From an optimization exercise on the open Yosys and OpenROAD flow, aimed at small area; shortcuts taken in it are not production practice. The RTL was checked by simulation tests, not by an equivalence proof against the original design. Power is estimated from default activity; no workload was simulated.

===== config.mk =====
export PLATFORM = sky130hd
export DESIGN_NAME = game_top
export DESIGN_NICKNAME = game_top
export VERILOG_FILES = /design/flow/design.v
export SDC_FILE = /design/flow/constraint.sdc
export NUM_CORES = 4
export LEC_CHECK = 0
export CAP_MARGIN = 20
export CORE_MARGIN = 2
export CORE_UTILIZATION = 40
export SLEW_MARGIN = 20

===== constraint.sdc =====
create_clock -name core_clock -period 6.0 [get_ports {clk}]
set_input_delay 1.2000 -clock core_clock [delete_from_list [all_inputs] [get_ports {clk}]]
set_output_delay 1.2000 -clock core_clock [all_outputs]
set_load 0.01 [all_outputs]

===== run.sh =====
#!/bin/bash
# synth_recipe.tcl (not shown) runs the flow's synth.tcl, then flattens the netlist and writes it again
# the make line also repeats each setting of config.mk as NAME=value (left out here)
make -C /OpenROAD-flow-scripts/flow DESIGN_CONFIG=/design/flow/config.mk WORK_HOME=/design/flow/orfs CLKGATE_MAP_FILE= SYNTH_SCRIPT=/design/flow/synth_recipe.tcl finish

===== design.v =====
`default_nettype none
package game_pkg;
    localparam int screen_width  = 640;
    localparam int screen_height = 480;
    localparam int w_x           = 10;
    localparam int w_y           = 9;
    localparam int target_size   = 32;
    localparam int torpedo_size  = 8;
    localparam int n_targets      = 4;
    localparam int hits_per_level = 4;
    localparam int target_speed   = 2;     
    localparam int torpedo_speed  = 2;
    localparam int w_v            = 6;     
    localparam int spawn_x0     = 64;
    localparam int spawn_x_step = 128;
    localparam int spawn_y0     = 48;
    localparam int spawn_y_step = 32;
    localparam int torpedo_start_x = 316;
    localparam int torpedo_start_y = 416;
    localparam int rgb_width = 3;
    localparam logic [rgb_width-1:0] rgb_background = 3'b000;
    localparam logic [rgb_width-1:0] rgb_target     = 3'b100;
    localparam logic [rgb_width-1:0] rgb_torpedo    = 3'b011;
    localparam int w_box = 2 * w_x + 2 * w_y;
    localparam int w_load = 1 + w_x + w_y + 2 * w_v;
    localparam int w_pixel = w_x + w_y + 1;
    localparam int w_steer = 4;
endpackage
`default_nettype wire
`default_nettype none
module game_top (
    input  logic        clk,
    input  logic        rst,
    input  logic        frame_tick,
    input  logic        launch_key,
    input  logic [3:0]  steer,
    input  logic [19:0] beam,
    output logic [2:0]  rgb,
    output logic [15:0] target_count
);
    logic [8:0] tx [4];
    logic [7:0] ty [4];
    logic [3:0] tl;           
    logic [3:0] tu;           
    logic [8:0] px;
    logic [7:0] py;
    logic       flying;
    logic       collision;
    logic [2:0] hits;         
    logic [1:0] lvl;          
    logic       fresh;        
    logic       rgb_tgt;
    logic       rgb_tor;
    logic [3:0] en;
    logic [3:0] move;
    logic [3:0] hx;
    logic [3:0] hy;
    logic [3:0] overlap;
    logic [3:0] on_tgt;
    logic       on_tor;
    logic       off_screen;
    logic       restart;
    logic [8:0] bx;
    logic [7:0] by;
    logic       display_on;
    assign bx         = beam[19:11];
    assign by         = beam[9:2];
    assign display_on = beam[0];
    assign en = {&lvl, lvl[1], |lvl, 1'b1};
    function automatic logic in_range9(input logic [8:0] a, input logic [8:0] b);
        logic [9:0] d;
        d = {1'b0, a} - {1'b0, b};
        in_range9 = d[9:4] == 6'd0;
    endfunction
    function automatic logic in_range8(input logic [7:0] a, input logic [7:0] b);
        logic [8:0] d;
        d = {1'b0, a} - {1'b0, b};
        in_range8 = d[8:4] == 5'd0;
    endfunction
    function automatic logic ovl9(input logic [8:0] p, input logic [8:0] t);
        logic [9:0] d;
        d = {1'b0, p} + 10'd3 - {1'b0, t};
        ovl9 = d < 10'd19;
    endfunction
    function automatic logic ovl8(input logic [7:0] p, input logic [7:0] t);
        logic [8:0] d;
        d = {1'b0, p} + 9'd3 - {1'b0, t};
        ovl8 = d < 9'd19;
    endfunction
    for (genvar i = 0; i < 4; i++) begin : g_target
        localparam logic [8:0] sx = 9'(32 + 64 * i);
        localparam logic [7:0] sy = 8'(24 + 16 * i);
        localparam logic       sl = (i % 2) != 0;
        assign move[i] = frame_tick && en[i] && !(fresh && lvl == 2'(i));
        assign hx[i] = tl[i] ? tx[i][8:1] == 8'd0
                             : (tx[i][8] & tx[i][5] & tx[i][3] & tx[i][2] & tx[i][1] & tx[i][0]);
        assign hy[i] = tu[i] ? ty[i][7:1] == 7'd0
                             : (ty[i][7] & ty[i][6] & ty[i][4] & ty[i][3] & ty[i][2] & ty[i][1]
                                & ty[i][0]);
        always_ff @(posedge clk) begin
            if (rst || collision) begin
                tx[i] <= sx;
                ty[i] <= sy;
                tl[i] <= sl;
                tu[i] <= 1'b0;
            end else if (move[i]) begin
                tx[i] <= tl[i] ? tx[i] - 9'd1 : tx[i] + 9'd1;
                ty[i] <= tu[i] ? ty[i] - 8'd1 : ty[i] + 8'd1;
                tl[i] <= tl[i] ^ hx[i];
                tu[i] <= tu[i] ^ hy[i];
            end
        end
        assign overlap[i] = en[i] && ovl9(px, tx[i]) && ovl8(py, ty[i]);
        assign on_tgt[i]  = en[i] && in_range9(bx, tx[i]) && in_range8(by, ty[i]);
    end
    assign off_screen = (px[8] & px[5] & px[4] & px[3] & px[2] & px[0])
                      | (py[7] & py[6] & py[5] & py[3] & py[2] & py[0]);
    assign restart    = collision || off_screen;
    always_ff @(posedge clk or posedge rst) begin
        if (rst) begin
            flying <= 1'b0;
        end else if (restart) begin
            flying <= 1'b0;
        end else if (launch_key) begin
            flying <= 1'b1;
        end
    end
    always_ff @(posedge clk) begin
        if (rst || restart) begin
            px <= 9'd158;
            py <= 8'd208;
        end else if (frame_tick && flying) begin
            if (steer[2] && !steer[3]) px <= px + 9'd1;
            if (steer[3] && !steer[2]) px <= px - 9'd1;
            if (steer[1] && !steer[0]) py <= py + 8'd1;
            if (steer[0] && !steer[1]) py <= py - 8'd1;
        end
    end
    assign on_tor = !(px[8] & px[7]) && !(py[7] & py[6] & py[5] & py[4])
                    && (({1'b0, bx} - {1'b0, px}) < 10'd4) && (({1'b0, by} - {1'b0, py}) < 9'd4);
    logic [2:0] new_hits;
    logic [2:0] low_sum;
    always_comb begin
        new_hits = '0;
        for (int i = 0; i < 4; i++) begin
            new_hits = new_hits + 3'(move[i] && (hx[i] || hy[i]));
        end
    end
    assign low_sum = {1'b0, target_count[1:0]} + hits;
    always_ff @(posedge clk or posedge rst) begin
        if (rst) begin
            collision    <= 1'b0;
            hits         <= '0;
            target_count <= '0;
            lvl          <= '0;
            fresh        <= 1'b0;
            rgb_tgt      <= 1'b0;
            rgb_tor      <= 1'b0;
        end else begin
            collision <= |overlap;
            hits      <= collision ? 3'd0 : new_hits;
            rgb_tgt   <= display_on && !on_tor && |on_tgt;
            rgb_tor   <= display_on && on_tor;
            if (collision) begin
                target_count <= '0;
                lvl          <= '0;
                fresh        <= 1'b0;
            end else begin
                target_count <= target_count + 16'(hits);
                fresh        <= low_sum[2] && lvl != 2'd3;
                if (low_sum[2] && lvl != 2'd3) begin
                    lvl <= lvl + 2'd1;
                end
            end
        end
    end
    assign rgb = {rgb_tgt, rgb_tor, rgb_tor};
endmodule
`default_nettype wire

==> results.txt <==
-- cell families (layout without fill, tap and decap cells) --
group / after synthesis / after routing / share of synthesized area (%)
simple gates: 604 / 604 / 22.78
compound gates: 435 / 435 / 20.90
fa+ha+maj: 241 / 241 / 23.58
buf+inv: 177 / 231 / 5.042
xor+xnor: 126 / 126 / 8.220
flops: 119 / 119 / 18.71
mux: 10 / 10 / 0.7642
-- tightest hold or removal path, cell delays in order, from the launching register on --
cell     delay [ps]
dfxtp_1         310
o21ai_0          70
a21oi_1          60
-- per-layer routing --
metal  vias to the layer above  wire length [um]  part of all wire, %
li1                       6275                 -                    -
met1                      5782             17210                   45
met2                       280             17760                   47
met3                        68              1724                  4.6
met4                         0              1167                  3.1
met5                         -                 0                    0
-- power by group through the flow --
stage          Combinational [W]  Sequential [W]  Clock, W
2_1_floorplan           0.000770        0.000843         0
3_3_place_gp             0.00100        0.000854         0
3_5_place_dp             0.00103        0.000855         0
4_1_cts                  0.00103        0.000838   0.00103
5_1_grt                  0.00116        0.000841   0.00106
6_report                 0.00104        0.000839   0.00100
-- flip-flops by register name (all words and copies together) (netlist names) --
| name | cells |
|---|---|
| tx | 36 |
| ty | 32 |
| target_count | 16 |
| px | 9 |
| py | 8 |
| tl | 4 |
| tu | 4 |
| hits | 3 |
| lvl | 2 |
| collision | 1 |
| flying | 1 |
| fresh | 1 |
| rgb_tgt | 1 |
| rgb_tor | 1 |
-- worst min-delay path by stage --
stage,start,to,slack (ps),cells after the start
CTS,tx[0][8],tx[0][8],490,2
global route,tx[0][8],tx[0][8],520,2
global placement,tx[0][8],tx[0][8],470,2
finish,tx[0][8],tx[0][8],490,2
detailed placement,tx[0][8],tx[0][8],480,2
floorplan,tx[0][8],tx[0][8],460,2
-- area by class of cell --
type / count / area [um^2]
multi-input cells: 1416 / 10240
clock inverters: 14 / 116.4
repair buffers: 56 / 530.5
inverters: 143 / 536.8
well taps: 448 / 560.5
flip-flops and latches: 119 / 2512
fillers: 3338 / 18350
clock buffers: 18 / 439.2
-- synth_stat cells, types with 6 or more instances --
cell type / n
dfrtp_1: 26
nand2_1: 133
and2_1: 9
o21bai_1: 7
dfxtp_1: 93
fa_1: 20
a21oi_1: 135
o21ai_1: 12
nor2b_1: 49
and3_1: 13
xor2_1: 41
xnor2_1: 85
o311ai_0: 7
nor2_1: 141
o211ai_1: 28
or2_2: 13
or3_1: 23
a21o_1: 32
nand4_1: 23
nand3_1: 41
a211oi_1: 24
ha_1: 221
clkbuf_1: 26
nand3b_1: 6
nand2b_1: 35
o21a_1: 13
o21ai_0: 83
mux2i_1: 8
o41ai_1: 11
a31oi_1: 17
o2111ai_1: 7
inv_1: 141
nor3_1: 60
nor4_1: 27
-- per-stage QoR --
stage | area (um^2) | utilization, % | instances
after global placement | 14380 | 43.20 | 2182
after CTS | 14930 | 44.87 | 2214
after floorplan | 13430 | - | 1712
final | 14930 | 44.87 | 2214
after global routing | 14930 | 44.87 | 2214
after detailed placement | 14380 | 43.20 | 2182
-- placed cells by master (no fill, tap or decap), types with 14 or more instances in the layout --
cell type        instances
nand4_1                 23
a21oi_1                135
nand2b_1                35
nor2b_1                 49
clkbuf_16               17
or3_1                   23
o211ai_1                28
nor4_1                  27
nor3_1                  60
dfxtp_1                 93
inv_1                  141
xnor2_1                 85
nand2_1                133
nand3_1                 41
a21o_1                  32
dfrtp_1                 26
a31oi_1                 17
o21ai_0                 83
a211oi_1                24
clkdlybuf4s50_1         44
xor2_1                  41
or2_2                   14
fa_1                    20
nor2_1                 140
ha_1                   221
==> flow_metrics.tcl <==
set metrics [dict create \
    status "complete, no violations" \
    dieArea_um2 35050 \
    grt_max_degree 33 \
    vias 12410 \
    wl_per_cell_um 17.10 \
    power.total_w 0.002880 \
    fin_nets 2022 \
    critPathTopFamily "simple AND/OR/NAND/NOR gates" \
    tightest_slew_ps 980.2 \
    synth_warnings 3 \
    finalCritPeriodShare_pct 70.27 \
    ys_types 79 \
    cts_buffers 17 \
    clock.fmax_mhz 237.2 \
    firstDrtPassIters 5 \
    hold_path.class "reg2reg" \
    grt-ovfl-total 0 \
    crit_end "hits[1]" \
    rsz0062_at_grt "false" \
    rr_worst_depth 13 \
    p_sw_share_pct 38.00 \
    share_comb_of_total_power_pct 36.2 \
    grt.busiest_layer "met2" \
    r2r-start "px[0]" \
    grt_antenna_before_repair 0 \
    crit_top_cell "ha_1" \
    routed_wl_um 37860 \
    tns_ps 0 \
    antennaDiodeCount 0 \
    postSynthAreaPerCell_um2 7.842 \
    top_level_ports 47 \
    netlist_area_um2 13430 \
    ys_ff_latch 119 \
    grt_pass1_wl_um 61400 \
    gp_congestion 0.9427 \
    portBuffers 44 \
    num_rows 67 \
    cts_resized 0 \
    holdWs_ps 488.7 \
    cp_data_required_time_ps 6300 \
    seqPwrFrac_pct 29.1 \
    clock_path_buffers 2 \
    synth_edf_count 0 \
    leakagePower_nw 6.397 \
    via_per_inst 5.603 \
    gr-usage-met3_pct 3.659 \
    critPathLaunch "frame_tick" \
    cts_sinks 119 \
    pwr-share-clk_pct 34.7 \
    layout_setup_ws_ps 1784 \
    drt_iter0_drc 779 \
    postSynthCellCount 1712 \
    skew_ps 10.75 \
    die_height_um 187.2 \
    cts_setup_buffers 0 \
    setup_viol 0 \
    irDropWorstVdd_mv 0.2083 \
    crit_fanout 20 \
    crit_path_end_kind "register" \
    cts_tree "built" \
    cts_root_buffer "clkbuf_16" \
    clk_pin_slew_ps 60 \
    criticalPathCategory "in2reg" \
    grt_use_met2_pct 37.26 \
    drive_above_1_share_pct 4.360 \
    start_kind "input pin" \
    slew_headroom_pct 34.65 \
    dieWidth_um 187.2 \
    async_flop_share_pct 21.85 \
    ys.flop_type "dfxtp_1" \
    grt_use_total_pct 21.97 \
    met1_usage_pct 28.07 \
    crit_cells 11 \
    hold_viol 0 \
    synth_top_area_share_pct 20.60 \
    slowest_stage "clkdlybuf4s50_1" \
    rrSetupSlack_ps 1870 \
    drv_cap 0 \
    yosys-top-cells-area "ha_1 21%, dfxtp_1 14%, xnor2_1 5.5%, a21oi_1 5.0%, dfrtp_1 4.8%" \
    insertion_delay_ps 450 \
    hold_buffers 0 \
    max_stage_delay_ps 670 \
    power.internal_w 0.001785 \
    synth_fp_nets 1981 \
    start_util_pct 40.34 \
    crit_chain "clkdlybuf4s50_1, and2_1, buf_4, nand4_1, nor4_1, nor3_1, fa_1, inv_1, ha_1, ha_1, nor2b_1" \
    area_delta_synth_final_pct 11.24 \
    fin_crit_ps 4216 \
    pre_cts_ws_ps 1368 \
    rr_endpoint "collision" \
    ant_nets 0 \
    drc_errors 0 \
    cp_data_arrival_time_ps 4510 \
    hpwl_um 29360 \
    finalMaxSlewViolations 0 \
    ys_seq_area_share_pct 18.71 \
    p_sw_w 0.001094 \
    grt_pass1_vias 11780 \
    synth_area_leader_cell "ha_1" \
    coreArea_um2 33280 \
    powerDensity_nw_per_um2 192.8 \
    path_buf_inv 3 \
    ctsHtreeMaxLevel 4 \
]

[static timing again, ports no longer ideal]
In the flow no input, the clock included, has a driving cell. The finished layout below was timed again as built, in two steps. Step 1 sets driving cells, clkbuf_16 on the clock port and buf_2 on the other inputs (assumed; they add their load-dependent delay and slew). Step 2 also shifts input and output timing later by t, the mid clock arrival at the registers, as if the neighbouring blocks saw the same clock. Three values: no drivers, after step 1, after step 2; two values: the first two.
t (ns): 0.493
setup WS [ns]: 1.784 / 1.808 / 1.315
worst setup path at the end: input to register
worst data-port slew with drivers (ns): 0.04
pins driven straight from the clock port: 1
After both steps setup and hold are still met in this run. For this run, drivers alone change the setup slack by +0.024 ns; drivers and shift together by -0.469 ns.
